Context: an optimization exercise on an open-source flow, tuned for small area. The choices shown serve that exercise and are no tape-out recipe. The RTL was checked by simulation tests, not by an equivalence proof against the original design. Power is estimated from default activity; no workload was simulated. No driver is modelled on the clock port, so clocking that relies on it looks cheaper here than on a real chip.

==> design.v <==
`default_nettype none
package rv_pkg;
    localparam int XLEN       = 32;
    localparam int REG_ADDR_W = 5;
    localparam int SLICE = 4;
    localparam int NPH   = XLEN / SLICE;
    localparam int PH_W  = 3;
    localparam logic [6:0] OPC_OP_IMM = 7'b0010011;
    localparam logic [6:0] OPC_STORE  = 7'b0100011;
    localparam logic [6:0] OPC_LOAD   = 7'b0000011;
    localparam logic [6:0] OPC_LUI    = 7'b0110111;
    localparam logic [6:0] OPC_AUIPC  = 7'b0010111;
    localparam logic [6:0] OPC_JAL    = 7'b1101111;
    localparam logic [6:0] OPC_JALR   = 7'b1100111;
    localparam logic [2:0] F3_ADDI = 3'b000;
    localparam logic [2:0] F3_SW   = 3'b010;
    localparam logic [2:0] F3_LW   = 3'b010;
    localparam logic [2:0] F3_JALR = 3'b000;
    localparam logic [7:0] WMASK_WORD = 8'b0000_1111;
endpackage
`default_nettype wire
`timescale 1ns/1ps
`default_nettype none
import rv_pkg::*;
module rv_pc_reg
(
    input  wire logic            clk_i,
    input  wire logic            load_i,
    input  wire logic [XLEN-1:0] pc_next_i,
    input  wire logic [PH_W-1:0] ph_i,
    output logic      [XLEN-1:0] pc_o,
    output logic     [SLICE-1:0] pc_slice_o
);
    logic [XLEN-1:1] pc_q;
    always_ff @(posedge clk_i) begin
        if (load_i) begin
            pc_q <= pc_next_i[XLEN-1:1];
        end
    end
    assign pc_o       = {pc_q, 1'b0};
    assign pc_slice_o = pc_o[ph_i*SLICE +: SLICE];
endmodule
`default_nettype wire
`timescale 1ns/1ps
`default_nettype none
import rv_pkg::*;
module rv_idu
(
    input  wire logic [XLEN-1:0] inst_i,
    input  wire logic [PH_W-1:0] ph_i,
    output logic                 addi_o,
    output logic                 lui_o,
    output logic                 auipc_o,
    output logic                 jal_o,
    output logic                 jalr_o,
    output logic                 lw_o,
    output logic                 sw_o,
    output logic    [SLICE-1:0]  imm_slice_o
);
    logic [6:0]      opcode;
    logic [2:0]      funct3;
    logic [XLEN-1:0] imm;
    assign opcode = inst_i[6:0];
    assign funct3 = inst_i[14:12];
    assign addi_o  = (opcode == OPC_OP_IMM) && (funct3 == F3_ADDI);
    assign lui_o   = (opcode == OPC_LUI);
    assign auipc_o = (opcode == OPC_AUIPC);
    assign jal_o   = (opcode == OPC_JAL);
    assign jalr_o  = (opcode == OPC_JALR) && (funct3 == F3_JALR);
    assign lw_o    = (opcode == OPC_LOAD) && (funct3 == F3_LW);
    assign sw_o    = (opcode == OPC_STORE) && (funct3 == F3_SW);
    always_comb begin
        if (lui_o || auipc_o) begin
            imm = {inst_i[31:12], 12'b0};
        end else if (jal_o) begin
            imm = {{(XLEN-20){inst_i[31]}}, inst_i[19:12], inst_i[20], inst_i[30:21], 1'b0};
        end else if (sw_o) begin
            imm = {{(XLEN-12){inst_i[31]}}, inst_i[31:25], inst_i[11:7]};
        end else begin
            imm = {{(XLEN-12){inst_i[31]}}, inst_i[31:20]};
        end
    end
    assign imm_slice_o = imm[ph_i*SLICE +: SLICE];
endmodule
`default_nettype wire
`timescale 1ns/1ps
`default_nettype none
import rv_pkg::*;
module rv_regfile
(
    input  wire logic                  clk_i,
    input  wire logic                  clr_i,
    input  wire logic [REG_ADDR_W-1:0] raddr1_i,
    input  wire logic [REG_ADDR_W-1:0] raddr2_i,
    output logic      [SLICE-1:0]      rdata1_o,
    output logic      [SLICE-1:0]      rdata2_o,
    input  wire logic                  wen_i,
    input  wire logic [REG_ADDR_W-1:0] waddr_i,
    input  wire logic [SLICE-1:0]      wdata_i
);
    localparam int NUM_REGS = 2 ** REG_ADDR_W;
    logic [SLICE-1:0] slice [NUM_REGS];
    assign slice[0] = '0;
    for (genvar r = 1; r < NUM_REGS; r++) begin : g_reg
        logic [XLEN-1:0] q;
        logic            we;
        assign we = clr_i | (wen_i & (waddr_i == REG_ADDR_W'(r)));
        always_ff @(posedge clk_i) begin
            q <= {we ? wdata_i : q[SLICE-1:0], q[XLEN-1:SLICE]};
        end
        assign slice[r] = q[SLICE-1:0];
    end
    assign rdata1_o = slice[raddr1_i];
    assign rdata2_o = slice[raddr2_i];
endmodule
`default_nettype wire
`timescale 1ns/1ps
`default_nettype none
import rv_pkg::*;
module rv_exu
(
    input  wire logic             clk_i,
    input  wire logic             first_i,
    input  wire logic [SLICE-1:0] a_i,
    input  wire logic [SLICE-1:0] b_i,
    input  wire logic [SLICE-1:0] pc_i,
    output logic      [SLICE-1:0] sum_o,
    output logic      [SLICE-1:0] link_o
);
    logic cy_q;
    logic lcy_q;
    logic cy;
    logic lcy;
    assign {cy, sum_o}   = a_i + b_i + SLICE'(first_i ? 1'b0 : cy_q);
    assign {lcy, link_o} = pc_i + (first_i ? SLICE'(4) : SLICE'(lcy_q));
    always_ff @(posedge clk_i) begin
        cy_q  <= cy;
        lcy_q <= lcy;
    end
endmodule
`default_nettype wire
`timescale 1ns/1ps
`default_nettype none
import rv_pkg::*;
module rv_core_top
(
    input  wire logic            clk_i,
    input  wire logic            rst_n_i,
    output logic      [XLEN-1:0] inst_addr_o,
    input  wire logic [XLEN-1:0] inst_i,
    output logic                 mem_wen_o,
    output logic      [XLEN-1:0] mem_waddr_o,
    output logic      [XLEN-1:0] mem_wdata_o,
    output logic      [7:0]      mem_wmask_o,
    output logic      [XLEN-1:0] mem_raddr_o,
    input  wire logic [XLEN-1:0] mem_rdata_i
);
    logic [PH_W-1:0]  ph_q;
    logic             clr_q;
    logic             p2_q;
    logic             wen_q;
    logic             first;
    logic             last;
    logic             addi, lui, auipc, jal, jalr, lw, sw;
    logic [SLICE-1:0] imm_slice;
    logic [SLICE-1:0] rs1_slice;
    logic [SLICE-1:0] rs2_slice;
    logic [SLICE-1:0] pc_slice;
    logic [SLICE-1:0] op1;
    logic [SLICE-1:0] sum;
    logic [SLICE-1:0] link;
    logic [XLEN-1:0]  pc;
    logic             rf_wen;
    logic [SLICE-1:0] rf_wdata;
    logic [XLEN-1:0]  addr_q;
    logic [XLEN-1:0]  addr_next;
    logic [SLICE-1:0] addr_in;
    logic [XLEN-1:0]  data_q;
    logic             pc_load;
    logic             mem_op;
    assign first  = (ph_q == '0);
    assign last   = (ph_q == PH_W'(NPH - 1));
    assign mem_op = lw | sw;
    always_ff @(posedge clk_i or negedge rst_n_i) begin
        if (!rst_n_i) begin
            ph_q  <= '0;
            clr_q <= 1'b1;
            p2_q  <= 1'b0;
            wen_q <= 1'b0;
        end else begin
            ph_q  <= ph_q + 1'b1;
            wen_q <= last & ~clr_q & ~p2_q & sw;
            if (last) begin
                clr_q <= 1'b0;
                p2_q  <= ~clr_q & ~p2_q & mem_op;
            end
        end
    end
    rv_idu i_rv_idu (
        .inst_i      (inst_i),
        .ph_i        (ph_q),
        .addi_o      (addi),
        .lui_o       (lui),
        .auipc_o     (auipc),
        .jal_o       (jal),
        .jalr_o      (jalr),
        .lw_o        (lw),
        .sw_o        (sw),
        .imm_slice_o (imm_slice)
    );
    rv_regfile i_rv_regfile (
        .clk_i    (clk_i),
        .clr_i    (clr_q),
        .raddr1_i (inst_i[19:15]),
        .raddr2_i (inst_i[24:20]),
        .rdata1_o (rs1_slice),
        .rdata2_o (rs2_slice),
        .wen_i    (rf_wen),
        .waddr_i  (inst_i[11:7]),
        .wdata_i  (rf_wdata)
    );
    rv_pc_reg i_rv_pc_reg (
        .clk_i      (clk_i),
        .load_i     (pc_load),
        .pc_next_i  (addr_next),
        .ph_i       (ph_q),
        .pc_o       (pc),
        .pc_slice_o (pc_slice)
    );
    assign op1 = lui ? '0 : ((auipc | jal) ? pc_slice : rs1_slice);
    rv_exu i_rv_exu (
        .clk_i   (clk_i),
        .first_i (first),
        .a_i     (op1),
        .b_i     (imm_slice),
        .pc_i    (pc_slice),
        .sum_o   (sum),
        .link_o  (link)
    );
    assign rf_wen = ~clr_q & (p2_q ? lw : (addi | lui | auipc | jal | jalr));
    always_comb begin
        if (clr_q) begin
            rf_wdata = '0;
        end else if (p2_q) begin
            rf_wdata = first ? mem_rdata_i[SLICE-1:0] : data_q[SLICE-1:0];
        end else if (jal | jalr) begin
            rf_wdata = link;
        end else begin
            rf_wdata = sum;
        end
    end
    always_comb begin
        if (clr_q) begin
            addr_in = '0;
        end else if (~p2_q & (jal | jalr | mem_op)) begin
            addr_in = sum;
        end else begin
            addr_in = link;
        end
    end
    assign addr_next = {addr_in, addr_q[XLEN-1:SLICE]};
    assign pc_load   = last & (clr_q | p2_q | ~mem_op);
    always_ff @(posedge clk_i) begin
        addr_q <= addr_next;
    end
    always_ff @(posedge clk_i) begin
        data_q[XLEN-1:XLEN-SLICE] <= rs2_slice;
        if (p2_q & first) begin
            data_q[XLEN-SLICE-1:0] <= mem_rdata_i[XLEN-1:SLICE];
        end else begin
            data_q[XLEN-SLICE-1:0] <= data_q[XLEN-1:SLICE];
        end
    end
    assign inst_addr_o = pc;
    assign mem_raddr_o = addr_q;
    assign mem_waddr_o = addr_q;
    assign mem_wdata_o = data_q;
    assign mem_wmask_o = WMASK_WORD;
    assign mem_wen_o   = wen_q;
endmodule
`default_nettype wire
==> run.sh <==
#!/bin/bash
# synth_recipe.tcl (not shown) runs the flow's synth.tcl, then flattens the netlist and writes it again
# the make line also repeats each setting of config.mk as NAME=value (left out here)
make -C /OpenROAD-flow-scripts/flow DESIGN_CONFIG=/design/flow/config.mk WORK_HOME=/design/flow/orfs CLKGATE_MAP_FILE= SYNTH_SCRIPT=/design/flow/synth_recipe.tcl finish
==> config.mk <==
export PLATFORM = sky130hd
export DESIGN_NAME = rv_core_top
export DESIGN_NICKNAME = rv_core_top
export VERILOG_FILES = /design/flow/design.v
export SDC_FILE = /design/flow/constraint.sdc
export NUM_CORES = 8
export LEC_CHECK = 0
export CAP_MARGIN = 20
export CORE_MARGIN = 2
export CORE_UTILIZATION = 30
export SLEW_MARGIN = 20
==> constraint.sdc <==
create_clock -name core_clock -period 13.0 [get_ports {clk_i}]
set_input_delay 2.6000 -clock core_clock [delete_from_list [all_inputs] [get_ports {clk_i}]]
set_output_delay 2.6000 -clock core_clock [all_outputs]
set_load 0.01 [all_outputs]
==> results_dict.tcl, run 1 <==
set metrics [dict create \
    async_flop_share_pct 0.548 \
    drv_slew 0 \
    synthCells 2117 \
    status "timing/DRC/antenna clean" \
    overflow 0 \
    dp_hpwl_um 53700 \
    core_region_area_sq_um 96400 \
    endpoint_kind "register" \
    crit_fanout 43 \
    critPathBufInv 3 \
    cts_inserted_buffers 96 \
    die_w_um 316 \
    drv_cap 0 \
    insertion_delay_ns 0.65 \
    synth_top_area_share_pct 72.7 \
    critPathLaunchType "primary input" \
    fin_nets 2375 \
    wirelength_um 75500 \
    final.setup.tns_ns 0 \
    drtAntennaViolNets 0 \
    crit_family "simple AND/OR/NAND/NOR gates" \
    crit_type "primary input to register" \
    areaGrowthSynthToFinish_pct 21.4 \
    ys_types 81 \
    routedWlPerCell_um 20.7 \
    syn-cell-area_sq_um 29100 \
    netlist_top_cells_count "dfxtp_1 (1058), nand3_1 (124), o21ai_0 (98)" \
    fp.dieH_um 316 \
    initial_core_util_pct 30.2 \
    drc 0 \
    ctsHoldBuffers 0 \
    dr.pass1.iters 6 \
    cp_slowest_cell "nor2b_1" \
    grt_pass1_wl_um 109000 \
    post-route-util_pct 36.7 \
    cpPeakStageDelay_ns 0.79 \
    ys_seq_elements 1095 \
    arrival_ns 7.02 \
    grt.total_usage_pct 14.9 \
    cts_buffer_depth 3 \
    hp-class "register to register" \
    cts_resized 0 \
    grt_pass1_vias 16100 \
    tightest_slew_ns 1.03 \
    vias 16400 \
    synth_edf_count 31 \
    ioPinCount 203 \
    layout_min_cycle_time_ns 6.54 \
    cp_cell_sequence "buf_2 > buf_4 > nor2b_1 > nand3_1 > o31ai_1 > a211oi_1 > o21ai_0 > o221ai_1 > fa_1 > inv_1 > fa_1 > mux2i_1 > a21oi_1 > nand2_1 > o21ai_0" \
    via_per_inst 4.49 \
    grt_setup_unrepaired "false" \
    post-cts-setup-buffers 0 \
    port_buffers 193 \
    insertedDiodeCount 0 \
    cts_tree "built" \
    ir_drop_v 0.000122 \
    antenna_found_initial 6 \
    drive_gt1_share_pct 12.0 \
    fmax_mhz 153 \
    htreeDepth 3 \
    fin_crit_sh_pct 50.3 \
    hold_violations 0 \
    synthTopCellsByArea "dfxtp_1 (73%), edfxtp_1 (3.2%), mux2i_1 (2.5%), nand3_1 (2.1%), mux2_2 (2.0%)" \
    first_iter_violations 1320 \
    yosysWarningCount 6 \
    leakage_nw 13.6 \
    ys.flop_type "dfxtp_1" \
    fp-row-count 114 \
    fillers 9160 \
    yosysTopAreaCell "dfxtp_1" \
    powerDensity_nw_per_um2 183 \
    ff2ff_setup_slack_ns 8.70 \
    grt_max_degree 56 \
    avgSynthCellArea_sq_um 13.8 \
    synth_most_common_cell "dfxtp_1" \
    max_slew_margin_pct 31.1 \
    place_congestion 0.916 \
    ys_seq_area_share_pct 76.4 \
    cts_root_buf "clkbuf_16" \
    setup_violations 0 \
    clkTransAtPathRegs_ns 0.07 \
    required_ns 13.48 \
    fin_skew_ns 0.0267 \
    cts_sinks 1095 \
    die_area_sq_um 99600 \
]
[placed cells by master (no fill, tap or decap), drive strengths merged, types with 14 or more instances in the layout]
cell,count
inv,20
nand4,20
a31oi,18
nor2b,31
a21oi,36
o31ai,32
a221oi,14
nand3,131
buf,33
a22oi,17
o21ai,99
clkbuf,131
clkinv,21
mux2,52
clkdlybuf4s50,184
mux2i,75
nor2,65
edfxtp,31
nand2,69
dfxtp,1058
[cell families (layout without fill, tap and decap cells)]
group / after synthesis / after routing / share of synthesized area, %
and+or+nand+nor: 397 / 397 / 7.46
muxes: 136 / 136 / 5.30
xor gates and xnor gates: 3 / 3 / 0.0902
DFF: 1095 / 1095 / 76.4
AOI/OAI and AO/OA: 318 / 318 / 7.47
other: 2 / 9 / 0.0258
buffers and inverters: 155 / 405 / 2.72
adders and majority gates: 11 / 11 / 0.524
[path summary, 6_finish.rpt]
kind                       cells after the start                   startpoint                      endpoint
hold / removal                                 0  i_rv_regfile.g_reg[15].q[6]   i_rv_regfile.g_reg[15].q[2]
hold reg to reg                                0  i_rv_regfile.g_reg[15].q[6]   i_rv_regfile.g_reg[15].q[2]
max in group asynchronous                      1                      rst_n_i                         clr_q
min in group asynchronous                      1                      rst_n_i                         wen_q
setup reg to reg                              13  i_rv_regfile.g_reg[13].q[0]  i_rv_regfile.g_reg[16].q[29]
setup / recovery                              15                   inst_i[16]   i_rv_regfile.g_reg[5].q[29]
[worst reg2reg max path, cell delays in order (launching register included)]
cell       delay (ns)
dfxtp_1          0.44
mux2_2           0.34
a32oi_1          0.19
mux2i_1          0.11
a2111oi_0        0.40
o21ai_0          0.24
o221ai_1         0.27
fa_1             0.26
inv_1            0.08
fa_1             0.57
mux2i_1          0.12
a211oi_2         0.88
mux2i_1          0.18
nor2_1           0.14
[state kept, by name (all words and copies together), names as in the netlist]
signal            flops
addr_q               32
clr_q                 1
data_q               32
i_rv_exu.cy_q         1
i_rv_exu.lcy_q        1
i_rv_pc_reg.pc_q     31
i_rv_regfile.g.q    992
p2_q                  1
ph_q                  3
wen_q                 1
[where the power goes]
part	switching [W]	internal [W]	leakage [nW]
Sequential	0.0000104	0.00339	8.90
Clock	0.00119	0.00169	1.61
Combinational	0.000124	0.0000635	3.13
Total	0.00133	0.00514	13.6
[per-stage QoR]
stage / hold WS, ns / power [W] / worst slack [ns] / instances / area (sq um)
after floorplan: 0.310 / 0.00357 / 7.17 / 2124 / 29200
after global placement: 0.310 / 0.00366 / 5.97 / 3476 / 32100
after detailed placement: 0.312 / 0.00366 / 5.87 / 3476 / 32100
after CTS: 0.306 / 0.00654 / 6.51 / 3650 / 35400
after global routing: 0.314 / 0.00669 / 6.25 / 3650 / 35400
final: 0.311 / 0.00647 / 6.46 / 3650 / 35400
[layer usage]
layer | up-vias | track usage [%] | routed length (um)
met2 | 485 | 23.6 | 34800
met3 | 140 | 2.67 | 3740
met4 | 2 | 4.89 | 2120
li1 | 7686 | - | -
met1 | 8073 | 20.5 | 34800
met5 | - | 0 | 13
[layout make-up]
cell class | instances | area, sq um | share of cell area (%)
Timing Repair Buffer | 217 | 2070 | 5.84
Multi-Input combinational cell | 874 | 6120 | 17.3
Inverter | 14 | 52.6 | 0.149
Clock inverter | 43 | 552 | 1.56
Clock buffer | 131 | 2720 | 7.68
Sequential cell | 1095 | 22300 | 63.0
Tap cell | 1276 | 1600 | 4.51
==> run 2: changes to the inputs <==
--- a/config.mk
+++ b/config.mk
@@ -10,2 +10,3 @@
 export CORE_UTILIZATION = 30
+export CTS_BUF_LIST = sky130_fd_sc_hd__clkbuf_4 sky130_fd_sc_hd__clkbuf_8
 export SLEW_MARGIN = 20
==> results_dict.tcl, run 2 <==
set metrics [dict create \
    ys_seq_elements 1095 \
    dpl_cell_area_sq_um 32100 \
    synth_edf_count 31 \
    placed_cells 3476 \
    cts_resized 0 \
    cts_sinks 1095 \
    synth_top_area_share_pct 72.7 \
    crit_type "primary input to register" \
    fp-row-count 114 \
    crit_fanout 43 \
    yosysTopAreaCell "dfxtp_1" \
    clkTransAtPathRegs_ns 0.06 \
    cts_inserted_buffers 155 \
    async_flop_share_pct 0.548 \
    ys_types 81 \
    internal-power_w 0.00509 \
    port_buffers 193 \
    dr.pass1.iters 5 \
    switching_power_w 0.00135 \
    cts_buffer_depth 3 \
    grt_max_degree 56 \
    grt_pass1_wl_um 111000 \
    routedWlPerCell_um 20.3 \
    reg_top3 "i_rv_regfile.g.q (992), addr_q (32), data_q (32)" \
    max_slew_margin_pct 30.9 \
    status "timing/DRC/antenna clean" \
    drc 0 \
    ff2ff_setup_slack_ns 8.69 \
    largest_reg_flops 992 \
    areaGrowthSynthToFinish_pct 21.9 \
    cp_cell_sequence "buf_2 > buf_4 > nor2b_1 > nand3_1 > o31ai_1 > a211oi_1 > o21ai_0 > o221ai_1 > fa_1 > inv_1 > fa_1 > mux2i_1 > a21oi_1 > nand2_1 > o21ai_0" \
    largest_register "i_rv_regfile.g.q" \
    wirelength_um 76000 \
    ys_seq_area_share_pct 76.4 \
    ir_drop_v 0.0000799 \
    yosysWarningCount 6 \
    drtAntennaViolNets 0 \
    arrival_ns 7.01 \
    hold_violations 0 \
    synthTopCellsByArea "dfxtp_1 (73%), edfxtp_1 (3.2%), mux2i_1 (2.5%), nand3_1 (2.1%), mux2_2 (2.0%)" \
    core_region_area_sq_um 96400 \
    synthCells 2117 \
    fin_crit_sh_pct 49.3 \
    drv_slew 0 \
    fp.dieH_um 316 \
    fmax_mhz 156 \
    cts_tree "built" \
    fin_nets 2434 \
    drive_gt1_share_pct 16.3 \
    post-route-util_pct 36.8 \
    ys.flop_type "dfxtp_1" \
    fin_skew_ns 0.0371 \
    antenna_found_initial 8 \
    combPwrFrac_pct 2.9 \
    post-cts-setup-buffers 0 \
    ctsHoldBuffers 0 \
    layout_min_cycle_time_ns 6.40 \
    p_seq_share_pct 52.8 \
    cts_root_buf "clkbuf_8" \
    first_iter_violations 1222 \
    netlist_top_cells_count "dfxtp_1 (1058), nand3_1 (124), o21ai_0 (98)" \
    synth_most_common_cell "dfxtp_1" \
    die_area_sq_um 99600 \
    die_w_um 316 \
    clkPwrFrac_pct 44.3 \
    cpPeakStageDelay_ns 0.83 \
    place_congestion 0.916 \
    critPathLaunchType "primary input" \
    layout_common_cells "dfxtp_1 (1058), clkbuf_8 (191), clkdlybuf4s50_1 (184), nand3_1 (124), o21ai_0 (96)" \
    dp_hpwl_um 53700 \
    required_ns 13.61 \
    critPathBufInv 3 \
    final_cells 3749 \
    powerDensity_nw_per_um2 181 \
    tightest_slew_ns 1.03 \
    via_per_inst 4.45 \
    leakage_nw 13.8 \
    avgSynthCellArea_sq_um 13.8 \
    setup_violations 0 \
    crit_family "simple AND/OR/NAND/NOR gates" \
    syn-cell-area_sq_um 29100 \
    final_common_cell "dfxtp_1" \
    grt_setup_unrepaired "false" \
    htreeDepth 4 \
    grt.total_usage_pct 15.1 \
    cp_slowest_cell "nor2b_1" \
    insertion_delay_ns 0.80 \
    vias 16700 \
    final.setup.tns_ns 0 \
    initial_core_util_pct 30.2 \
    drv_cap 0 \
    hp-class "register to register" \
    ioPinCount 203 \
    endpoint_kind "register" \
    overflow 0 \
    p_sw_share_pct 20.9 \
    final_area_sq_um 35500 \
    grt_pass1_vias 16700 \
]
==> run 2: stage by stage <==
step / hold WS, ns / worst slack [ns] / total power [W]
2_1_floorplan: 0.310 / 7.17 / 0.00357
5_1_grt: 0.292 / 6.41 / 0.00669
4_1_cts: 0.290 / 6.69 / 0.00652
6_report: 0.299 / 6.60 / 0.00644
3_5_place_dp: 0.312 / 5.87 / 0.00366
3_3_place_gp: 0.310 / 5.97 / 0.00366
==> run 2: worst reg2reg max path, delay by kind of cell (launching register included) <==
kind	cells	cell delay [ns]
AO/OA/AOI/OAI	5	2.00
adder cells (fa/ha/maj)	2	0.84
buffers and inverters	1	0.07
flip-flops	1	0.44
multiplexers	4	0.75
AND/OR/NAND/NOR	1	0.14
==> run 2: kinds of logic after synthesis <==
group / synth area share [%]
other: 0.0258
muxes: 5.30
adders and majority gates: 0.524
AOI/OAI and AO/OA: 7.47
buffers and inverters: 2.72
DFF: 76.4
xor gates and xnor gates: 0.0902
and+or+nand+nor: 7.46
==> run 2: final timing paths <==
kind / startpoint / endpoint / cells after the start
worst max-delay path: inst_i[16] / i_rv_regfile.g_reg[31].q[29] / 15
worst max register to register: i_rv_regfile.g_reg[13].q[0] / i_rv_regfile.g_reg[16].q[29] / 13
worst min-delay path: i_rv_regfile.g_reg[12].q[23] / i_rv_regfile.g_reg[12].q[19] / 0
max in group asynchronous: rst_n_i / clr_q / 1
min in group asynchronous: rst_n_i / wen_q / 1
worst min register to register: i_rv_regfile.g_reg[12].q[23] / i_rv_regfile.g_reg[12].q[19] / 0
==> run 2: area by class of cell <==
type | count | area (sq um)
clock inverters | 29 | 413
flip-flops and latches | 1095 | 22300
diodes | 1 | 2.50
clock buffers | 243 | 3020
well taps | 1276 | 1600
fillers | 9206 | 60900
inverters | 14 | 52.6
multi-input cells | 874 | 6120
repair buffers | 217 | 2070
==> run 2: metal layers <==
layer	vias to the layer above	track usage, %	routed length (um)
li1	7841	-	-
met1	8155	20.2	34800
met2	517	23.4	34700
met3	161	3.60	3980
met4	6	6.38	2450
met5	-	0	37
==> run 2: power by group through the flow <==
stage                     logic (W)  clock network [W]  registers, W
after floorplan           0.0000966                  0       0.00347
after global placement     0.000184                  0       0.00347
after detailed placement   0.000185                  0       0.00347
after CTS                  0.000186            0.00294       0.00340
after global routing       0.000197            0.00309       0.00340
final                      0.000188            0.00285       0.00340
==> run 3: changes to the inputs <==
--- a/config.mk
+++ b/config.mk
@@ -9,4 +9,4 @@
 export CORE_MARGIN = 2
-export CORE_UTILIZATION = 30
-export CTS_BUF_LIST = sky130_fd_sc_hd__clkbuf_4 sky130_fd_sc_hd__clkbuf_8
+export CORE_UTILIZATION = 60
+export CTS_BUF_LIST = sky130_fd_sc_hd__clkbuf_2 sky130_fd_sc_hd__clkbuf_4
 export SLEW_MARGIN = 20
==> results_dict.tcl, run 3 <==
set metrics [dict create \
    grtUsageMet3_pct 8.11 \
    drtAntennaViolNets 0 \
    fp.dieH_um 224 \
    largest_reg_flops 992 \
    cts_resized 0 \
    layout_common_cells "dfxtp_1 (1058), clkbuf_4 (358), clkdlybuf4s50_1 (184), nand3_1 (124), o21ai_0 (96)" \
    status "timing/DRC/antenna clean" \
    max_slew_margin_pct 33.3 \
    crit_type "primary input to register" \
    die_w_um 224 \
    drc 0 \
    vias 17500 \
    critPathLaunchType "primary input" \
    grt.total_usage_pct 29.3 \
    ctsHoldBuffers 0 \
    ys_seq_elements 1095 \
    reg_top3 "i_rv_regfile.g.q (992), addr_q (32), data_q (32)" \
    grt_pass1_wl_um 108000 \
    die_area_sq_um 50300 \
    cts_root_buf "clkbuf_4" \
    clkTransAtPathRegs_ns 0.07 \
    fin_crit_sh_pct 49.0 \
    insertion_delay_ns 1.09 \
    met1_usage_pct 38.3 \
    areaGrowthSynthToFinish_pct 18.0 \
    cts_buffer_depth 3 \
    drive_gt1_share_pct 19.6 \
    routedWlPerCell_um 23.0 \
    clkPwrFrac_pct 42.1 \
    switching_power_w 0.00137 \
    post-cts-setup-buffers 0 \
    synthTopCellsByArea "dfxtp_1 (73%), edfxtp_1 (3.2%), mux2i_1 (2.5%), nand3_1 (2.1%), mux2_2 (2.0%)" \
    synthCells 2117 \
    overflow 0 \
    dr.pass1.iters 6 \
    netlist_top_cells_count "dfxtp_1 (1058), nand3_1 (124), o21ai_0 (98)" \
    finalPower_w 0.00618 \
    synth_most_common_cell "dfxtp_1" \
    drv_slew 0 \
    synth_top_area_share_pct 72.7 \
    internal-power_w 0.00481 \
    fin_nets 2509 \
    avgSynthCellArea_sq_um 13.8 \
    wirelength_um 74300 \
    grt_setup_unrepaired "false" \
    final_common_cell "dfxtp_1" \
    top_usage_layer "met2" \
    grt_pass1_vias 17700 \
    ioPinCount 203 \
    leakage_nw 13.9 \
    arrival_ns 7.25 \
    tightest_slew_ns 0.999 \
    port_buffers 193 \
    layout_min_cycle_time_ns 6.36 \
    first_iter_violations 1366 \
    hp-class "register to register" \
    antenna_found_initial 3 \
    htreeDepth 4 \
    crit_fanout 41 \
    use_met2_pct 45.1 \
    ys.flop_type "dfxtp_1" \
    ys_types 81 \
    powerDensity_nw_per_um2 180 \
    fmax_mhz 157 \
    cts_inserted_buffers 234 \
    yosysWarningCount 6 \
    ir_drop_v 0.000206 \
    largest_register "i_rv_regfile.g.q" \
    ys_seq_area_share_pct 76.4 \
    dp_hpwl_um 49600 \
    drv_cap 0 \
    endpoint_kind "register" \
    p_seq_share_pct 54.9 \
    final.setup.tns_ns 0 \
    p_sw_share_pct 22.2 \
    required_ns 13.89 \
    grt_max_degree 63 \
    fin_skew_ns 0.0584 \
    place_congestion 0.957 \
    synth_edf_count 31 \
    fp-row-count 80 \
    initial_core_util_pct 60.9 \
    async_flop_share_pct 0.548 \
    via_per_inst 5.43 \
    hold_violations 0 \
    syn-cell-area_sq_um 29100 \
    combPwrFrac_pct 2.9 \
    setup_violations 0 \
    cts_sinks 1095 \
    core_region_area_sq_um 47800 \
    yosysTopAreaCell "dfxtp_1" \
    cts_tree "built" \
]
==> run 3: changes by cell type in the layout (fill, tap and decap cells not counted), moves of 2 or more <==
cell	delta
clkinv_1	+28
clkbuf_4	+306
inv_6	-2
inv_2	+2
clkbuf_8	-191
buf_4	-4
clkinvlp_4	-2
bufinv_16	-3
diode_2	+8
==> run 3: power groups by stage <==
stage / clock network [W] / registers (W) / logic, W
2_1_floorplan: 0 / 0.00347 / 0.0000966
3_3_place_gp: 0 / 0.00347 / 0.000175
3_5_place_dp: 0 / 0.00347 / 0.000178
4_1_cts: 0.00266 / 0.00339 / 0.000179
5_1_grt: 0.00284 / 0.00339 / 0.000190
6_report: 0.00260 / 0.00339 / 0.000182
==> run 3: layout make-up <==
cell class / count / area, sq um
multi-input combinational: 874 / 6120
tap: 615 / 769
clock buffer: 358 / 2690
sequential: 1095 / 22300
timing repair buffer: 213 / 2040
fill: 3139 / 13500
clock inverter: 52 / 414
antenna: 9 / 22.5
inverter: 14 / 52.6
==> run 3: worst paths after layout <==
path                            slack, ns                            to                        start  depth (start not counted)
max in group asynchronous           10.92                         clr_q                      rst_n_i                          1
worst max register to register       8.46  i_rv_regfile.g_reg[17].q[29]                      ph_q[0]                         11
worst min register to register       0.29   i_rv_regfile.g_reg[8].q[17]  i_rv_regfile.g_reg[8].q[21]                          0
worst min-delay path                 0.29   i_rv_regfile.g_reg[8].q[17]  i_rv_regfile.g_reg[8].q[21]                          0
worst max-delay path                 6.64  i_rv_regfile.g_reg[17].q[29]                   inst_i[15]                         14
min in group asynchronous            1.79                         wen_q                      rst_n_i                          1
==> run 3: layer usage <==
metal	share of wire [%]	wire length [um]	vias up
li1	-	-	8114
met1	43	32300	8499
met2	46	33900	734
met3	6.9	5130	177
met4	4.0	2950	2
met5	0.015	11	-
==> run 3: logic make-up (layout without fill, tap and decap cells) <==
logic type / Yosys count / after routing / synth area share [%]
AND/OR/NAND/NOR: 397 / 397 / 7.46
other: 2 / 18 / 0.0258
multiplexers: 136 / 136 / 5.30
adder cells (fa/ha/maj): 11 / 11 / 0.524
XOR/XNOR: 3 / 3 / 0.0902
buffers and inverters: 155 / 637 / 2.72
flip-flops: 1095 / 1095 / 76.4
AO/OA/AOI/OAI: 318 / 318 / 7.47
==> run 3: metrics by stage <==
step / cell area, sq um / std cells / hold WS, ns / setup slack, ns / util (%)
global placement: 31200 / 2811 / 0.310 / 5.97 / 65.3
global route: 34400 / 3225 / 0.280 / 6.45 / 71.8
detailed placement: 31200 / 2811 / 0.312 / 5.71 / 65.3
finish: 34400 / 3230 / 0.287 / 6.64 / 71.8
floorplan: 29200 / 2124 / 0.310 / 7.17 / -
CTS: 34300 / 3221 / 0.278 / 6.83 / 71.8
==> run 3: critical path: stages <==
cell and delay (ns):
buf_2 0.68, mux2_2 0.41, a32oi_1 0.22, mux2i_1 0.10, a2111oi_0 0.41, o21ai_0 0.26
o221ai_1 0.32, fa_1 0.26, inv_1 0.08, fa_1 0.50, mux2i_1 0.26, a21oi_1 0.13
nand2_1 0.73, o21ai_0 0.28
==> run 4: changes to the inputs <==
--- a/config.mk
+++ b/config.mk
@@ -10,3 +10,5 @@
 export CORE_UTILIZATION = 60
-export CTS_BUF_LIST = sky130_fd_sc_hd__clkbuf_2 sky130_fd_sc_hd__clkbuf_4
+export CTS_BUF_LIST = sky130_fd_sc_hd__clkbuf_16
+export CTS_CLUSTER_DIAMETER = 80
+export CTS_CLUSTER_SIZE = 35
 export SLEW_MARGIN = 20
==> results_dict.tcl, run 4 <==
set metrics [dict create \
    final_common_cell "dfxtp_1" \
    overflow 0 \
    ys_seq_elements 1095 \
    setup_violations 0 \
    fp-row-count 80 \
    ys_types 81 \
    synthSimpleGateAreaFrac_pct 7.46 \
    p_sw_share_pct 21.2 \
    cpPeakStageDelay_ns 0.67 \
    synthMuxAreaShare_pct 5.30 \
    fillers 3309 \
    synthTopCellsByArea "dfxtp_1 (73%), edfxtp_1 (3.2%), mux2i_1 (2.5%), nand3_1 (2.1%), mux2_2 (2.0%)" \
    dr.pass1.iters 7 \
    fin_crit_sh_pct 51.9 \
    cts_sinks 1095 \
    hp-class "register to register" \
    arrival_ns 7.21 \
    synth_top_area_share_pct 72.7 \
    cts_inserted_buffers 40 \
    p_seq_share_pct 65.2 \
    cts_root_buf "clkbuf_16" \
    critPathLaunchType "primary input" \
    cts_tree "built" \
    tightest_slew_ns 0.989 \
    wirelength_um 70700 \
    synth_top_family_by_area "compound AO/OA/AOI/OAI gates" \
    final.setup.tns_ns 0 \
    drtAntennaViolNets 0 \
    grt_max_degree 63 \
    ctsHoldBuffers 0 \
    grt.total_usage_pct 27.6 \
    crit_family "compound AO/OA/AOI/OAI gates" \
    crit_type "primary input to register" \
    ys_seq_area_share_pct 76.4 \
    ff2ff_setup_slack_ns 8.55 \
    areaGrowthSynthToFinish_pct 11.6 \
    die_area_sq_um 50300 \
    routedWlPerCell_um 24.7 \
    crit_fanout 41 \
    required_ns 13.46 \
    internal-power_w 0.00411 \
    avgSynthCellArea_sq_um 13.8 \
    max_slew_margin_pct 33.9 \
    largest_register "i_rv_regfile.g.q" \
    finalPower_w 0.00521 \
    yosysWarningCount 6 \
    placed_cells 2811 \
    fmax_mhz 148 \
    place_congestion 0.957 \
    post-cts-setup-buffers 0 \
    dp_hpwl_um 49600 \
    htreeDepth 2 \
    switching_power_w 0.00111 \
    via_per_inst 5.64 \
    cp_slowest_cell "buf_2" \
    yosys.area_share.adder_pct 0.524 \
    layout_min_cycle_time_ns 6.75 \
    die_w_um 224 \
    netlist_top_cells_count "dfxtp_1 (1058), nand3_1 (124), o21ai_0 (98)" \
    synth_xor_area_share_pct 0.0902 \
    fin_nets 2315 \
    synth_compound_area_share_pct 7.47 \
    insertion_delay_ns 0.62 \
    grt_setup_unrepaired "false" \
    grt_pass1_vias 15600 \
    ioPinCount 203 \
    hold_violations 0 \
    drive_gt1_share_pct 8.18 \
    synth_edf_count 31 \
    drc 0 \
    cts_buffer_depth 3 \
    ys.flop_type "dfxtp_1" \
    cp_cell_sequence "buf_2 > mux2_2 > a32oi_1 > mux2i_1 > a2111oi_0 > o21ai_0 > o221ai_1 > fa_1 > inv_1 > fa_1 > mux2i_1 > a21oi_1 > nand2_1 > o21ai_0" \
    status "timing/DRC/antenna clean" \
    ir_drop_v 0.000187 \
    powerDensity_nw_per_um2 160 \
    cts_resized 0 \
    drv_cap 0 \
    synth_most_common_cell "dfxtp_1" \
    clkTransAtPathRegs_ns 0.12 \
    leakage_nw 12.6 \
    layout_common_cells "dfxtp_1 (1058), clkdlybuf4s50_1 (184), nand3_1 (124), o21ai_0 (96), mux2i_1 (74)" \
    yosysTopAreaCell "dfxtp_1" \
    syn-cell-area_sq_um 29100 \
    first_iter_violations 1616 \
    core_region_area_sq_um 47800 \
    grt_pass1_wl_um 102000 \
    fp.dieH_um 224 \
    clkPwrFrac_pct 31.3 \
    async_flop_share_pct 0.548 \
    fin_skew_ns 0.0401 \
    largest_reg_flops 992 \
    reg_top3 "i_rv_regfile.g.q (992), addr_q (32), data_q (32)" \
    critPathBufInv 2 \
    combPwrFrac_pct 3.5 \
    port_buffers 193 \
    drv_slew 0 \
    final_cells 2867 \
    synthCells 2117 \
    endpoint_kind "register" \
    vias 16200 \
    initial_core_util_pct 60.9 \
    antenna_found_initial 1 \
]
[run 4: logic make-up after synthesis]
family | count (synthesis)
AOI/OAI and AO/OA | 318
and+or+nand+nor | 397
DFF | 1095
xor gates and xnor gates | 3
adders and majority gates | 11
other | 2
buffers and inverters | 155
muxes | 136
[run 4: final timing paths]
path | cells past startpoint | startpoint | end
worst max-delay path | 14 | inst_i[15] | i_rv_regfile.g_reg[17].q[29]
worst min-delay path | 0 | i_rv_regfile.g_reg[18].q[13] | i_rv_regfile.g_reg[18].q[9]
worst max register to register | 12 | ph_q[1] | i_rv_regfile.g_reg[17].q[29]
worst min register to register | 0 | i_rv_regfile.g_reg[18].q[13] | i_rv_regfile.g_reg[18].q[9]
max in group asynchronous | 1 | rst_n_i | clr_q
min in group asynchronous | 1 | rst_n_i | ph_q[1]
[run 4: metrics by stage]
stage / hold WS (ns) / area [sq um] / utilization [%] / setup slack, ns
final: 0.294 / 32500 / 68.0 / 6.25
after global routing: 0.296 / 32500 / 68.0 / 6.01
after CTS: 0.294 / 32500 / 68.0 / 6.41
after detailed placement: 0.312 / 31200 / 65.3 / 5.71
after global placement: 0.310 / 31200 / 65.3 / 5.97
after floorplan: 0.310 / 29200 / - / 7.17
[run 4: power by group through the flow]
stage	Clock (W)	Combinational (W)	Sequential, W
3_5_place_dp	0	0.000178	0.00347
5_1_grt	0.00176	0.000190	0.00340
2_1_floorplan	0	0.0000966	0.00347
6_report	0.00163	0.000181	0.00340
3_3_place_gp	0	0.000175	0.00347
4_1_cts	0.00166	0.000178	0.00340
[run 4: routing by layer]
layer / up-vias / wire length (um) / track usage, %
met2: 619 / 31800 / 43.0
met1: 7891 / 31100 / 38.5
met5: - / 7 / 0
met4: 2 / 2790 / 10.9
met3: 141 / 5070 / 5.15
li1: 7506 / - / -
[run 4: area by class of cell]
type                    count  area, sq um  share of cell area [%]
flip-flops and latches   1095        22300                    68.5
multi-input cells         874         6120                    18.8
repair buffers            213         2040                    6.26
clock buffers              42         1050                    3.23
well taps                 615          769                    2.37
clock inverters            12          224                   0.689
inverters                  14         52.6                   0.162
diodes                      2         5.00                  0.0154
[run 4: worst register-to-register path: stages, from the launching register on]
cell,delay (ns)
dfrtp_1,0.89
nand2b_1,0.28
nor2_1,0.16
a21oi_1,0.11
o211ai_1,0.31
o221ai_1,0.23
fa_1,0.46
inv_1,0.11
fa_1,0.42
mux2i_1,0.26
a21oi_1,0.13
nand2_1,0.66
o21ai_0,0.28
==> run 5: changes to the inputs <==
--- a/config.mk
+++ b/config.mk
@@ -9,6 +9,6 @@
 export CORE_MARGIN = 2
-export CORE_UTILIZATION = 60
+export CORE_UTILIZATION = 70
 export CTS_BUF_LIST = sky130_fd_sc_hd__clkbuf_16
-export CTS_CLUSTER_DIAMETER = 80
-export CTS_CLUSTER_SIZE = 35
+export CTS_CLUSTER_DIAMETER = 60
+export CTS_CLUSTER_SIZE = 30
 export SLEW_MARGIN = 20
==> results_dict.tcl, run 5 <==
set metrics [dict create \
    wirelength_um 77200 \
    ys_types 81 \
    cpPeakStageDelay_ns 0.56 \
    cts_resized 0 \
    fillers 2154 \
    areaGrowthSynthToFinish_pct 11.6 \
    dpl_cell_area_sq_um 31200 \
    required_ns 13.52 \
    ioPinCount 203 \
    place_congestion 0.984 \
    max_slew_margin_pct 28.8 \
    crit_fanout 41 \
    port_buffers 193 \
    largest_register "i_rv_regfile.g.q" \
    layout_min_cycle_time_ns 6.73 \
    final.setup.tns_ns 0 \
    initial_core_util_pct 71.2 \
    ys_seq_area_share_pct 76.4 \
    cp.depth 15 \
    whs_path_depth 0 \
    post-cts-setup-buffers 0 \
    synth_top_area_share_pct 72.7 \
    overflow 0 \
    cts_sinks 1095 \
    grt_pass1_vias 17200 \
    ys.flop_type "dfxtp_1" \
    setup_violations 0 \
    status "timing/DRC/antenna clean" \
    dr.pass1.iters 6 \
    grt_pass1_wl_um 113000 \
    hp-class "register to register" \
    ys_seq_elements 1095 \
    synth_edf_count 31 \
    synthTopCellsByArea "dfxtp_1 (73%), edfxtp_1 (3.2%), mux2i_1 (2.5%), nand3_1 (2.1%), mux2_2 (2.0%)" \
    final_area_sq_um 32500 \
    fin_nets 2322 \
    tightest_slew_ns 1.06 \
    yosysTopAreaCell "dfxtp_1" \
    async_flop_share_pct 0.548 \
    syn-cell-area_sq_um 29100 \
    critPathLaunchType "primary input" \
    cts_tree "built" \
    cts_buffer_depth 3 \
    final_common_cell "dfxtp_1" \
    endpoint_kind "register" \
    fmax_mhz 149 \
    drc 0 \
    clkTransAtPathRegs_ns 0.11 \
    die_w_um 208 \
    avgSynthCellArea_sq_um 13.8 \
    critPathBufInv 3 \
    powerDensity_nw_per_um2 162 \
    grt.total_usage_pct 35.4 \
    fin_crit_sh_pct 51.8 \
    die_area_sq_um 43300 \
    drive_gt1_share_pct 8.33 \
    drtAntennaViolNets 0 \
    antenna_found_initial 4 \
    insertion_delay_ns 0.63 \
    cts_inserted_buffers 45 \
    fp.dieH_um 208 \
    ctsHoldBuffers 0 \
    crit_family "compound AO/OA/AOI/OAI gates" \
    ir_drop_v 0.000169 \
    ff2ff_path_depth 14 \
    first_iter_violations 2368 \
    synth_most_common_cell "dfxtp_1" \
    arrival_ns 7.25 \
    grt_max_degree 59 \
    leakage_nw 12.7 \
    crit_type "primary input to register" \
    reg_top3 "i_rv_regfile.g.q (992), addr_q (32), data_q (32)" \
    htreeDepth 2 \
    cts_root_buf "clkbuf_16" \
    layout_common_cells "dfxtp_1 (1058), clkdlybuf4s50_1 (186), nand3_1 (124), o21ai_0 (96), mux2i_1 (74)" \
    via_per_inst 6.14 \
    cp_slowest_cell "fa_1" \
    fin_skew_ns 0.0471 \
    synthCells 2117 \
    dp_hpwl_um 50200 \
    netlist_top_cells_count "dfxtp_1 (1058), nand3_1 (124), o21ai_0 (98)" \
    cp_cell_sequence "clkdlybuf4s50_1 > buf_4 > mux2_2 > a32oi_1 > mux2i_1 > a2111oi_0 > o21ai_0 > o221ai_1 > fa_1 > inv_1 > fa_1 > mux2i_1 > a21oi_1 > nand2_1 > o21ai_0" \
    grt_setup_unrepaired "false" \
    hold_violations 0 \
    yosysWarningCount 6 \
    drv_cap 0 \
    drv_slew 0 \
    largest_reg_flops 992 \
    vias 17200 \
    routedWlPerCell_um 27.7 \
    core_region_area_sq_um 40900 \
    fp-row-count 74 \
]
-- run 5: cell counts after synthesis --
Identical to the previous run, type by type.
-- run 5: layer usage --
| metal | wire length [um] | vias up | global-route usage [%] |
|---|---|---|---|
| li1 | - | 7524 | - |
| met1 | 29600 | 8236 | 45.4 |
| met2 | 36100 | 1087 | 57.4 |
| met3 | 7230 | 300 | 7.88 |
| met4 | 4320 | 4 | 17.4 |
| met5 | 36 | - | 0 |
-- run 5: power breakdown --
group | total, W | internal [W] | switching [W]
Clock | 0.00169 | 0.000695 | 0.000998
Combinational | 0.000183 | 0.0000636 | 0.000120
Sequential | 0.00340 | 0.00339 | 0.0000107
-- run 5: final timing paths --
kind	startpoint	end	slack, ns
setup reg to reg	ph_q[0]	i_rv_regfile.g_reg[20].q[31]	8.48
setup / recovery	inst_i[15]	i_rv_regfile.g_reg[17].q[29]	6.27
hold reg to reg	i_rv_regfile.g_reg[7].q[31]	i_rv_regfile.g_reg[7].q[27]	0.30
hold / removal	i_rv_regfile.g_reg[7].q[31]	i_rv_regfile.g_reg[7].q[27]	0.30
min in group asynchronous	rst_n_i	wen_q	2.22
max in group asynchronous	rst_n_i	clr_q	10.52
-- run 5: layout make-up --
type	count	area (sq um)	share of cell area, %
Inverter	14	52.6	0.162
Clock buffer	47	1180	3.62
Timing Repair Buffer	215	2060	6.34
Sequential cell	1095	22300	68.5
Clock inverter	13	164	0.504
Multi-Input combinational cell	874	6120	18.8
Antenna cell	3	7.51	0.0231
Tap cell	532	666	2.05
-- run 5: worst register-to-register path, delay by kind of cell, from the launching register on --
kind,cells,cell delay [ns]
AOI/OAI and AO/OA,7,1.75
adders and majority gates,1,0.34
buffers and inverters,3,0.77
DFF,1,0.69
and+or+nand+nor,3,0.88
-- run 5: stage by stage --
step | util (%) | power [W] | setup slack (ns) | std cells | hold slack [ns]
2_1_floorplan | - | 0.00357 | 7.17 | 2124 | 0.310
3_3_place_gp | 76.1 | 0.00364 | 5.88 | 2729 | 0.310
3_5_place_dp | 76.1 | 0.00365 | 5.70 | 2729 | 0.312
4_1_cts | 79.4 | 0.00528 | 6.35 | 2789 | 0.300
5_1_grt | 79.4 | 0.00539 | 5.91 | 2791 | 0.295
6_report | 79.4 | 0.00527 | 6.27 | 2793 | 0.303
-- run 5: cells by family (layout without fill, tap and decap cells) --
logic type               after synthesis  count (layout)  synth area share (%)
AND/OR/NAND/NOR                      397             397                  7.46
flip-flops                          1095            1095                  76.4
adder cells (fa/ha/maj)               11              11                 0.524
AO/OA/AOI/OAI                        318             318                  7.47
XOR/XNOR                               3               3                0.0902
multiplexers                         136             136                  5.30
buffers and inverters                155             289                  2.72
other                                  2              12                0.0258
==> run 6: changes to the inputs <==
==> flow/run.sh (new file) <==
#!/bin/bash
# Own layout flow: the standard ORFS flow (bash standard.sh), with port
# buffers of the smallest buffer cell and a clock tree of larger sink
# clusters. Each tool's output goes to a log file in the work folder.
set -euo pipefail
CTS="-sink_clustering_enable -repair_clock_nets -dont_use_dummy_load"
CTS="$CTS -buf_list sky130_fd_sc_hd__clkbuf_16 -sink_clustering_size 35 -sink_clustering_max_diameter 80"
bash standard.sh \
    "BUFFER_PORTS_ARGS=-buffer_cell sky130_fd_sc_hd__buf_1" \
    "CTS_ARGS=$CTS" \
    finish > standard.log 2>&1
==> standard.sh (new file) <==
#!/bin/bash
# synth_recipe.tcl (not shown) runs the flow's synth.tcl, then flattens the netlist and writes it again
# the make line also repeats each setting of config.mk as NAME=value (left out here)
make -C /OpenROAD-flow-scripts/flow DESIGN_CONFIG=/design/flow/config.mk WORK_HOME=/design/flow/orfs CLKGATE_MAP_FILE= SYNTH_SCRIPT=/design/flow/synth_recipe.tcl "${@:-finish}"
--- a/config.mk
+++ b/config.mk
@@ -9,6 +9,3 @@
 export CORE_MARGIN = 2
-export CORE_UTILIZATION = 70
-export CTS_BUF_LIST = sky130_fd_sc_hd__clkbuf_16
-export CTS_CLUSTER_DIAMETER = 60
-export CTS_CLUSTER_SIZE = 30
+export CORE_UTILIZATION = 60
 export SLEW_MARGIN = 20
removed: run.sh
==> results_dict.tcl, run 6 <==
set metrics [dict create \
    status "timing/DRC/antenna clean" \
    cts_tree "built" \
    finalPower_w 0.00500 \
    synth_most_common_cell "dfxtp_1" \
    die_w_um 224 \
    whs_endpoint "i_rv_regfile.g_reg[15].q[17]" \
    areaGrowthSynthToFinish_pct 6.67 \
    p_sw_share_pct 20.5 \
    ys.flop_type "dfxtp_1" \
    setup_slack_ns 6.27 \
    synthTopCellsByArea "dfxtp_1 (73%), edfxtp_1 (3.2%), mux2i_1 (2.5%), nand3_1 (2.1%), mux2_2 (2.0%)" \
    drtAntennaViolNets 0 \
    core_region_area_sq_um 47800 \
    crit_type "primary input to register" \
    vias 16000 \
    worstReg2RegEnd "i_rv_regfile.g_reg[9].q[29]" \
    hold_violations 0 \
    p_seq_share_pct 67.9 \
    fp.dieH_um 224 \
    yosysTopAreaCell "dfxtp_1" \
    tightest_slew_ns 1.10 \
    first_iter_violations 1419 \
    max_slew_margin_pct 26.5 \
    cts_resized 0 \
    regToRegStartpoint "ph_q[1]" \
    setup_violations 0 \
    drv_cap 0 \
    final.setup.tns_ns 0 \
    fin_crit_sh_pct 51.8 \
    grt_pass1_wl_um 98300 \
    clkTransAtPathRegs_ns 0.12 \
    largest_register "i_rv_regfile.g.q" \
    endpoint_kind "register" \
    cts_root_buf "clkbuf_16" \
    crit_fanout 43 \
    netlist_top_cells_count "dfxtp_1 (1058), nand3_1 (124), o21ai_0 (98)" \
    ir_drop_v 0.000170 \
    ys_types 81 \
    leakage_nw 12.0 \
    layout_common_cells "dfxtp_1 (1058), buf_1 (184), nand3_1 (124), o21ai_0 (96), mux2i_1 (74)" \
    dr.pass1.iters 6 \
    post-cts-setup-buffers 0 \
    synth_top_area_share_pct 72.7 \
    whs_path_depth 0 \
    ys_seq_area_share_pct 76.4 \
    ff2ff_path_depth 12 \
    grt_setup_unrepaired "false" \
    initial_core_util_pct 60.9 \
    grt_pass1_vias 15100 \
    hp-class "register to register" \
    synth_edf_count 31 \
    drc 0 \
    overflow 0 \
    ff2ff_setup_slack_ns 8.39 \
    internal-power_w 0.00398 \
    switching_power_w 0.00102 \
    min_from "i_rv_regfile.g_reg[15].q[21]" \
    cts_sinks 1095 \
    yosysWarningCount 6 \
    fin_nets 2314 \
    async_flop_share_pct 0.548 \
    post-route-util_pct 65.0 \
    drv_slew 0 \
    dp_hpwl_um 48100 \
    fin_skew_ns 0.0605 \
    fp-row-count 80 \
    die_area_sq_um 50300 \
    cts_buffer_depth 3 \
    cts_inserted_buffers 39 \
    clkPwrFrac_pct 28.8 \
    arrival_ns 7.12 \
    drive_gt1_share_pct 7.65 \
    syn-cell-area_sq_um 29100 \
    synthCells 2117 \
    fmax_mhz 149 \
    hold_slack_ns 0.267 \
    combPwrFrac_pct 3.3 \
    htreeDepth 2 \
    place_congestion 0.931 \
    fillers 3534 \
    routedWlPerCell_um 24.0 \
    required_ns 13.39 \
    dp_slack_ns 5.95 \
    layout_min_cycle_time_ns 6.73 \
    grt_max_degree 62 \
    grt.total_usage_pct 27.0 \
    ioPinCount 203 \
    via_per_inst 5.60 \
    wirelength_um 68600 \
    critPathLaunchType "primary input" \
    ctsHoldBuffers 0 \
    port_buffers 193 \
    final_common_cell "dfxtp_1" \
    reg_top3 "i_rv_regfile.g.q (992), addr_q (32), data_q (32)" \
    largest_reg_flops 992 \
    powerDensity_nw_per_um2 161 \
    ys_seq_elements 1095 \
    avgSynthCellArea_sq_um 13.8 \
    insertion_delay_ns 0.61 \
    antenna_found_initial 3 \
]
## run 6: power groups by stage
stage	clock, W	sequential, W	combinational [W]
after floorplan	0	0.00347	0.0000966
after global placement	0	0.00347	0.000156
after detailed placement	0	0.00347	0.000158
after CTS	0.00147	0.00340	0.000158
after global routing	0.00158	0.00340	0.000172
final	0.00144	0.00340	0.000163
## run 6: layer usage
| layer | vias to the layer above | track usage [%] | wire length (um) |
|---|---|---|---|
| met4 | 2 | 10.4 | 2450 |
| met1 | 7790 | 38.7 | 31400 |
| met3 | 110 | 3.89 | 4230 |
| met5 | - | 0 | 12 |
| li1 | 7479 | - | - |
| met2 | 584 | 41.7 | 30500 |
## run 6: through the flow
| step | std cells | cell area [sq um] |
|---|---|---|
| 6_report | 2851 | 31100 |
| 5_1_grt | 2851 | 31100 |
| 4_1_cts | 2850 | 31100 |
| 3_5_place_dp | 2811 | 30100 |
| 3_3_place_gp | 2811 | 30100 |
| 2_1_floorplan | 2124 | 29200 |
## run 6: critical path, stage by stage
cell and delay [ns]:
clkbuf_2 0.07, buf_4 0.42, nor2b_1 0.66, a22oi_1 0.23, o21ai_0 0.48, o221ai_1 0.30
fa_1 0.47, inv_1 0.10, fa_1 0.41, mux2i_1 0.27, a21oi_1 0.11, nand2_1 0.75
o21ai_0 0.22
## run 6: logic make-up (layout without fill, tap and decap cells)
group / Yosys count / in the layout / synth area share (%)
buf+inv: 155 / 266 / 2.72
fa+ha+maj: 11 / 11 / 0.524
flops: 1095 / 1095 / 76.4
mux: 136 / 136 / 5.30
compound gates: 318 / 318 / 7.47
simple gates: 397 / 397 / 7.46
xor+xnor: 3 / 3 / 0.0902
other cells: 2 / 10 / 0.0258
## run 6: how the worst max path moves through the flow
stage / endpoint / startpoint / cells after the start
detailed placement: i_rv_regfile.g_reg[6].q[29] / inst_i[16] / 15
global placement: i_rv_regfile.g_reg[5].q[29] / inst_i[15] / 15
global route: i_rv_regfile.g_reg[9].q[29] / inst_i[17] / 15
CTS: i_rv_regfile.g_reg[9].q[29] / inst_i[16] / 15
finish: i_rv_regfile.g_reg[9].q[29] / inst_i[16] / 13
floorplan: i_rv_regfile.g_reg[4].q[29] / inst_i[17] / 16
## run 6: area by class of cell
type,count,area (sq um),area share [%]
sequential,1095,22300,71.6
clock buffer,39,976,3.14
timing repair buffer,213,886,2.85
tap,615,769,2.48
antenna,1,2.50,0.00805
multi-input combinational,874,6130,19.7
inverter,14,52.6,0.169
==> run 7: changes to the inputs <==
--- a/design.v
+++ b/design.v
@@ -61,3 +61,2 @@
     logic [2:0]      funct3;
-    logic [XLEN-1:0] imm;
     assign opcode = inst_i[6:0];
@@ -71,14 +70,23 @@
     assign sw_o    = (opcode == OPC_STORE) && (funct3 == F3_SW);
+    logic            fmt_s;
+    logic            fmt_u;
+    logic            fmt_j;
+    logic [SLICE-1:0] sgn;
+    assign fmt_s = sw_o;
+    assign fmt_u = lui_o | auipc_o;
+    assign fmt_j = jal_o;
+    assign sgn   = {SLICE{inst_i[31]}};
     always_comb begin
-        if (lui_o || auipc_o) begin
-            imm = {inst_i[31:12], 12'b0};
-        end else if (jal_o) begin
-            imm = {{(XLEN-20){inst_i[31]}}, inst_i[19:12], inst_i[20], inst_i[30:21], 1'b0};
-        end else if (sw_o) begin
-            imm = {{(XLEN-12){inst_i[31]}}, inst_i[31:25], inst_i[11:7]};
-        end else begin
-            imm = {{(XLEN-12){inst_i[31]}}, inst_i[31:20]};
-        end
-    end
-    assign imm_slice_o = imm[ph_i*SLICE +: SLICE];
+        case (ph_i)
+            3'd0: imm_slice_o = fmt_u ? '0 : fmt_s ? inst_i[10:7] :
+                                fmt_j ? {inst_i[23:21], 1'b0} : inst_i[23:20];
+            3'd1: imm_slice_o = fmt_u ? '0 : fmt_s ? {inst_i[27:25], inst_i[11]} : inst_i[27:24];
+            3'd2: imm_slice_o = fmt_u ? '0 : fmt_j ? {inst_i[20], inst_i[30:28]} : inst_i[31:28];
+            3'd3: imm_slice_o = (fmt_u | fmt_j) ? inst_i[15:12] : sgn;
+            3'd4: imm_slice_o = (fmt_u | fmt_j) ? inst_i[19:16] : sgn;
+            3'd5: imm_slice_o = fmt_u ? inst_i[23:20] : sgn;
+            3'd6: imm_slice_o = fmt_u ? inst_i[27:24] : sgn;
+            default: imm_slice_o = fmt_u ? inst_i[31:28] : sgn;
+        endcase
+    end
 endmodule
@@ -92,6 +100,4 @@
     input  wire logic                  clr_i,
-    input  wire logic [REG_ADDR_W-1:0] raddr1_i,
-    input  wire logic [REG_ADDR_W-1:0] raddr2_i,
-    output logic      [SLICE-1:0]      rdata1_o,
-    output logic      [SLICE-1:0]      rdata2_o,
+    input  wire logic [REG_ADDR_W-1:0] raddr_i,
+    output logic      [SLICE-1:0]      rdata_o,
     input  wire logic                  wen_i,
@@ -112,4 +118,3 @@
     end
-    assign rdata1_o = slice[raddr1_i];
-    assign rdata2_o = slice[raddr2_i];
+    assign rdata_o = slice[raddr_i];
 endmodule
@@ -159,4 +164,6 @@
     logic             clr_q;
-    logic             p2_q;
+    logic             lw2_q;
+    logic             sw2_q;
     logic             wen_q;
+    logic             p1;
     logic             first;
@@ -165,4 +172,3 @@
     logic [SLICE-1:0] imm_slice;
-    logic [SLICE-1:0] rs1_slice;
-    logic [SLICE-1:0] rs2_slice;
+    logic [SLICE-1:0] rs_slice;
     logic [SLICE-1:0] pc_slice;
@@ -172,2 +178,5 @@
     logic [XLEN-1:0]  pc;
+    logic [REG_ADDR_W-1:0] fld_q;
+    logic [REG_ADDR_W-1:0] rf_raddr;
+    logic [REG_ADDR_W-1:0] rf_waddr;
     logic             rf_wen;
@@ -175,10 +184,8 @@
     logic [XLEN-1:0]  addr_q;
-    logic [XLEN-1:0]  addr_next;
-    logic [SLICE-1:0] addr_in;
     logic [XLEN-1:0]  data_q;
-    logic             pc_load;
-    logic             mem_op;
-    assign first  = (ph_q == '0);
-    assign last   = (ph_q == PH_W'(NPH - 1));
-    assign mem_op = lw | sw;
+    logic [XLEN-1:0]  data_next;
+    logic [SLICE-1:0] data_in;
+    assign first = (ph_q == '0);
+    assign last  = (ph_q == PH_W'(NPH - 1));
+    assign p1    = ~clr_q & ~lw2_q & ~sw2_q;
     always_ff @(posedge clk_i or negedge rst_n_i) begin
@@ -187,3 +194,4 @@
             clr_q <= 1'b1;
-            p2_q  <= 1'b0;
+            lw2_q <= 1'b0;
+            sw2_q <= 1'b0;
             wen_q <= 1'b0;
@@ -191,7 +199,13 @@
             ph_q  <= ph_q + 1'b1;
-            wen_q <= last & ~clr_q & ~p2_q & sw;
+            wen_q <= last & sw2_q;
             if (last) begin
                 clr_q <= 1'b0;
-                p2_q  <= ~clr_q & ~p2_q & mem_op;
+                lw2_q <= p1 & lw;
+                sw2_q <= p1 & sw;
             end
+        end
+    end
+    always_ff @(posedge clk_i) begin
+        if (p1) begin
+            fld_q <= sw ? inst_i[24:20] : inst_i[11:7];
         end
@@ -210,2 +224,4 @@
     );
+    assign rf_raddr = sw2_q ? fld_q : inst_i[19:15];
+    assign rf_waddr = lw2_q ? fld_q : inst_i[11:7];
     rv_regfile i_rv_regfile (
@@ -213,8 +229,6 @@
         .clr_i    (clr_q),
-        .raddr1_i (inst_i[19:15]),
-        .raddr2_i (inst_i[24:20]),
-        .rdata1_o (rs1_slice),
-        .rdata2_o (rs2_slice),
+        .raddr_i  (rf_raddr),
+        .rdata_o  (rs_slice),
         .wen_i    (rf_wen),
-        .waddr_i  (inst_i[11:7]),
+        .waddr_i  (rf_waddr),
         .wdata_i  (rf_wdata)
@@ -223,4 +237,4 @@
         .clk_i      (clk_i),
-        .load_i     (pc_load),
-        .pc_next_i  (addr_next),
+        .load_i     (last & (clr_q | p1)),
+        .pc_next_i  (data_next),
         .ph_i       (ph_q),
@@ -229,3 +243,3 @@
     );
-    assign op1 = lui ? '0 : ((auipc | jal) ? pc_slice : rs1_slice);
+    assign op1 = lui ? '0 : ((auipc | jal) ? pc_slice : rs_slice);
     rv_exu i_rv_exu (
@@ -239,3 +253,3 @@
     );
-    assign rf_wen = ~clr_q & (p2_q ? lw : (addi | lui | auipc | jal | jalr));
+    assign rf_wen = lw2_q | (p1 & (addi | lui | auipc | jal | jalr));
     always_comb begin
@@ -243,3 +257,3 @@
             rf_wdata = '0;
-        end else if (p2_q) begin
+        end else if (lw2_q) begin
             rf_wdata = first ? mem_rdata_i[SLICE-1:0] : data_q[SLICE-1:0];
@@ -251,19 +265,20 @@
     end
+    always_ff @(posedge clk_i) begin
+        addr_q <= {sw2_q ? addr_q[SLICE-1:0] : sum, addr_q[XLEN-1:SLICE]};
+    end
     always_comb begin
         if (clr_q) begin
-            addr_in = '0;
-        end else if (~p2_q & (jal | jalr | mem_op)) begin
-            addr_in = sum;
-        end else begin
-            addr_in = link;
-        end
-    end
-    assign addr_next = {addr_in, addr_q[XLEN-1:SLICE]};
-    assign pc_load   = last & (clr_q | p2_q | ~mem_op);
-    always_ff @(posedge clk_i) begin
-        addr_q <= addr_next;
-    end
-    always_ff @(posedge clk_i) begin
-        data_q[XLEN-1:XLEN-SLICE] <= rs2_slice;
-        if (p2_q & first) begin
+            data_in = '0;
+        end else if (sw2_q) begin
+            data_in = rs_slice;
+        end else if (jal | jalr) begin
+            data_in = sum;
+        end else begin
+            data_in = link;
+        end
+    end
+    assign data_next = {data_in, data_q[XLEN-1:SLICE]};
+    always_ff @(posedge clk_i) begin
+        data_q[XLEN-1:XLEN-SLICE] <= data_in;
+        if (lw2_q & first) begin
             data_q[XLEN-SLICE-1:0] <= mem_rdata_i[XLEN-1:SLICE];
--- a/flow/run.sh
+++ b/flow/run.sh
@@ -6,3 +6,3 @@
 CTS="-sink_clustering_enable -repair_clock_nets -dont_use_dummy_load"
-CTS="$CTS -buf_list sky130_fd_sc_hd__clkbuf_16 -sink_clustering_size 35 -sink_clustering_max_diameter 80"
+CTS="$CTS -buf_list sky130_fd_sc_hd__clkbuf_16 -sink_clustering_size 40 -sink_clustering_max_diameter 60"
 bash standard.sh \
==> results_dict.tcl, run 7 <==
set metrics [dict create \
    internal-power_w 0.00410 \
    async_flop_share_pct 0.636 \
    synthCells 1954 \
    drv_cap 0 \
    first_iter_violations 1119 \
    ys_types 87 \
    whs_path_depth 0 \
    grt_setup_unrepaired "false" \
    ctsHoldBuffers 0 \
    max_slew_margin_pct 30.9 \
    clkTransAtPathRegs_ns 0.11 \
    status "timing/DRC/antenna clean" \
    fin_nets 2187 \
    overflow 0 \
    cts_sinks 1101 \
    initial_core_util_pct 61.1 \
    cpPeakStageDelay_ns 0.76 \
    synth_edf_count 36 \
    synth_top_area_share_pct 74.1 \
    yosysWarningCount 6 \
    dr.pass1.iters 6 \
    clkPwrFrac_pct 30.3 \
    critPathLaunchType "primary input" \
    netlist_top_cells_count "dfxtp_1 (1058), mux2i_1 (133), nand2b_1 (126)" \
    largest_register "i_rv_regfile.g.q" \
    powerDensity_nw_per_um2 167 \
    grt.total_usage_pct 23.8 \
    routedWlPerCell_um 21.6 \
    final_area_sq_um 30700 \
    fmax_mhz 146 \
    cts_inserted_buffers 46 \
    cts_tree "built" \
    core_region_area_sq_um 46800 \
    dpl_cell_area_sq_um 29500 \
    cp_cell_sequence "buf_1 > nor3b_1 > or2_1 > a2111oi_0 > nand4_1 > nor2_1 > nor2_1 > fa_1 > inv_1 > fa_1 > a211oi_1 > o21bai_2 > buf_4 > mux2i_1" \
    ys_seq_elements 1101 \
    fin_crit_sh_pct 52.6 \
    wirelength_um 58700 \
    switching_power_w 0.00104 \
    drtAntennaViolNets 0 \
    fp.dieH_um 222 \
    drc 0 \
    post-cts-setup-buffers 0 \
    ioPinCount 203 \
    dp_slack_ns 5.56 \
    areaGrowthSynthToFinish_pct 7.41 \
    port_buffers 193 \
    crit_fanout 19 \
    ys_seq_area_share_pct 78.5 \
    dp_hpwl_um 40500 \
    final.setup.tns_ns 0 \
    ir_drop_v 0.000173 \
    hp-class "register to register" \
    combPwrFrac_pct 2.5 \
    vias 14000 \
    tightest_slew_ns 1.04 \
    via_per_inst 5.15 \
    yosysTopAreaCell "dfxtp_1" \
    grt_max_degree 87 \
    crit_type "primary input to register" \
    endpoint_kind "register" \
    hold_violations 0 \
    place_congestion 0.909 \
    ff2ff_path_depth 14 \
    drv_slew 0 \
    avgSynthCellArea_sq_um 14.6 \
    required_ns 13.47 \
    setup_slack_ns 6.16 \
    cts_buffer_depth 3 \
    syn-cell-area_sq_um 28600 \
    final_common_cell "dfxtp_1" \
]
run 7: cell count changes after synthesis, sizes merged, moves of 13 or more:
| cell | before | now |
|---|---|---|
| nand2b | 11 | 126 |
| nand3 | 131 | 22 |
| mux2i | 75 | 133 |
| o21ai | 99 | 41 |
| clkbuf | 70 | 41 |
| o31ai | 32 | 4 |
| nor2b | 31 | 6 |
| nand4 | 20 | 5 |
| a21oi | 36 | 22 |
| a221oi | 14 | 1 |
run 7: stage by stage:
step	std cells	util, %	power, W
5_1_grt	2712	65.7	0.00530
2_1_floorplan	1961	-	0.00361
6_report	2713	65.7	0.00514
3_3_place_gp	2665	63.2	0.00366
3_5_place_dp	2665	63.2	0.00366
4_1_cts	2711	65.6	0.00517
run 7: kinds of logic (layout without fill, tap and decap cells):
logic type | count (synthesis) | in the layout | share of synthesized area [%]
DFF | 1101 | 1101 | 78.5
and+or+nand+nor | 350 | 350 | 6.86
muxes | 182 | 182 | 6.86
AOI/OAI and AO/OA | 177 | 177 | 4.49
buffers and inverters | 124 | 268 | 2.46
adders and majority gates | 14 | 14 | 0.665
xor gates and xnor gates | 4 | 4 | 0.123
other | 2 | 10 | 0.0263
run 7: worst max-delay path: cells and delay by family:
kind	cells	cell delay (ns)
AOI/OAI and AO/OA	3	1.18
adders and majority gates	2	0.81
and+or+nand+nor	5	1.75
buffers and inverters	3	0.80
muxes	1	0.13
run 7: area by class of cell:
class | count | area, sq um
fillers | 3383 | 16100
inverters | 19 | 71.3
multi-input cells | 736 | 5470
well taps | 607 | 759
diodes | 1 | 2.50
clock buffers | 46 | 1150
repair buffers | 203 | 800
flip-flops and latches | 1101 | 22400
run 7: path summary, 6_finish.rpt:
kind,startpoint,endpoint,slack [ns]
setup / recovery,inst_i[15],i_rv_regfile.g_reg[17].q[29],6.16
hold / removal,i_rv_regfile.g_reg[2].q[28],i_rv_regfile.g_reg[2].q[24],0.29
setup reg to reg,sw2_q,i_rv_regfile.g_reg[17].q[29],7.84
hold reg to reg,i_rv_regfile.g_reg[2].q[28],i_rv_regfile.g_reg[2].q[24],0.29
max in group asynchronous,rst_n_i,clr_q,10.67
min in group asynchronous,rst_n_i,wen_q,1.95
run 7: power groups by stage:
stage / Clock (W) / Combinational (W) / Sequential, W
after floorplan: 0 / 0.0000819 / 0.00353
after global placement: 0 / 0.000127 / 0.00353
after detailed placement: 0 / 0.000127 / 0.00353
after CTS: 0.00159 / 0.000127 / 0.00346
after global routing: 0.00171 / 0.000135 / 0.00346
final: 0.00156 / 0.000128 / 0.00345
run 7: metal layers:
layer | vias to the layer above | global-route usage, % | wire length [um] | share of wire [%]
li1 | 6768 | - | - | -
met1 | 6701 | 33.4 | 27500 | 47
met5 | - | 0 | 13 | 0.022
met2 | 408 | 37.5 | 26400 | 45
met3 | 93 | 4.42 | 3120 | 5.3
met4 | 2 | 7.72 | 1660 | 2.8

Setup slack of run 7, layout unchanged: 6.158 ns with ideal ports, 6.177 ns with driving cells assumed (clock clkbuf_16, inputs buf_2), 5.527 ns with port delays also shifted by the 0.650 ns mid clock arrival.
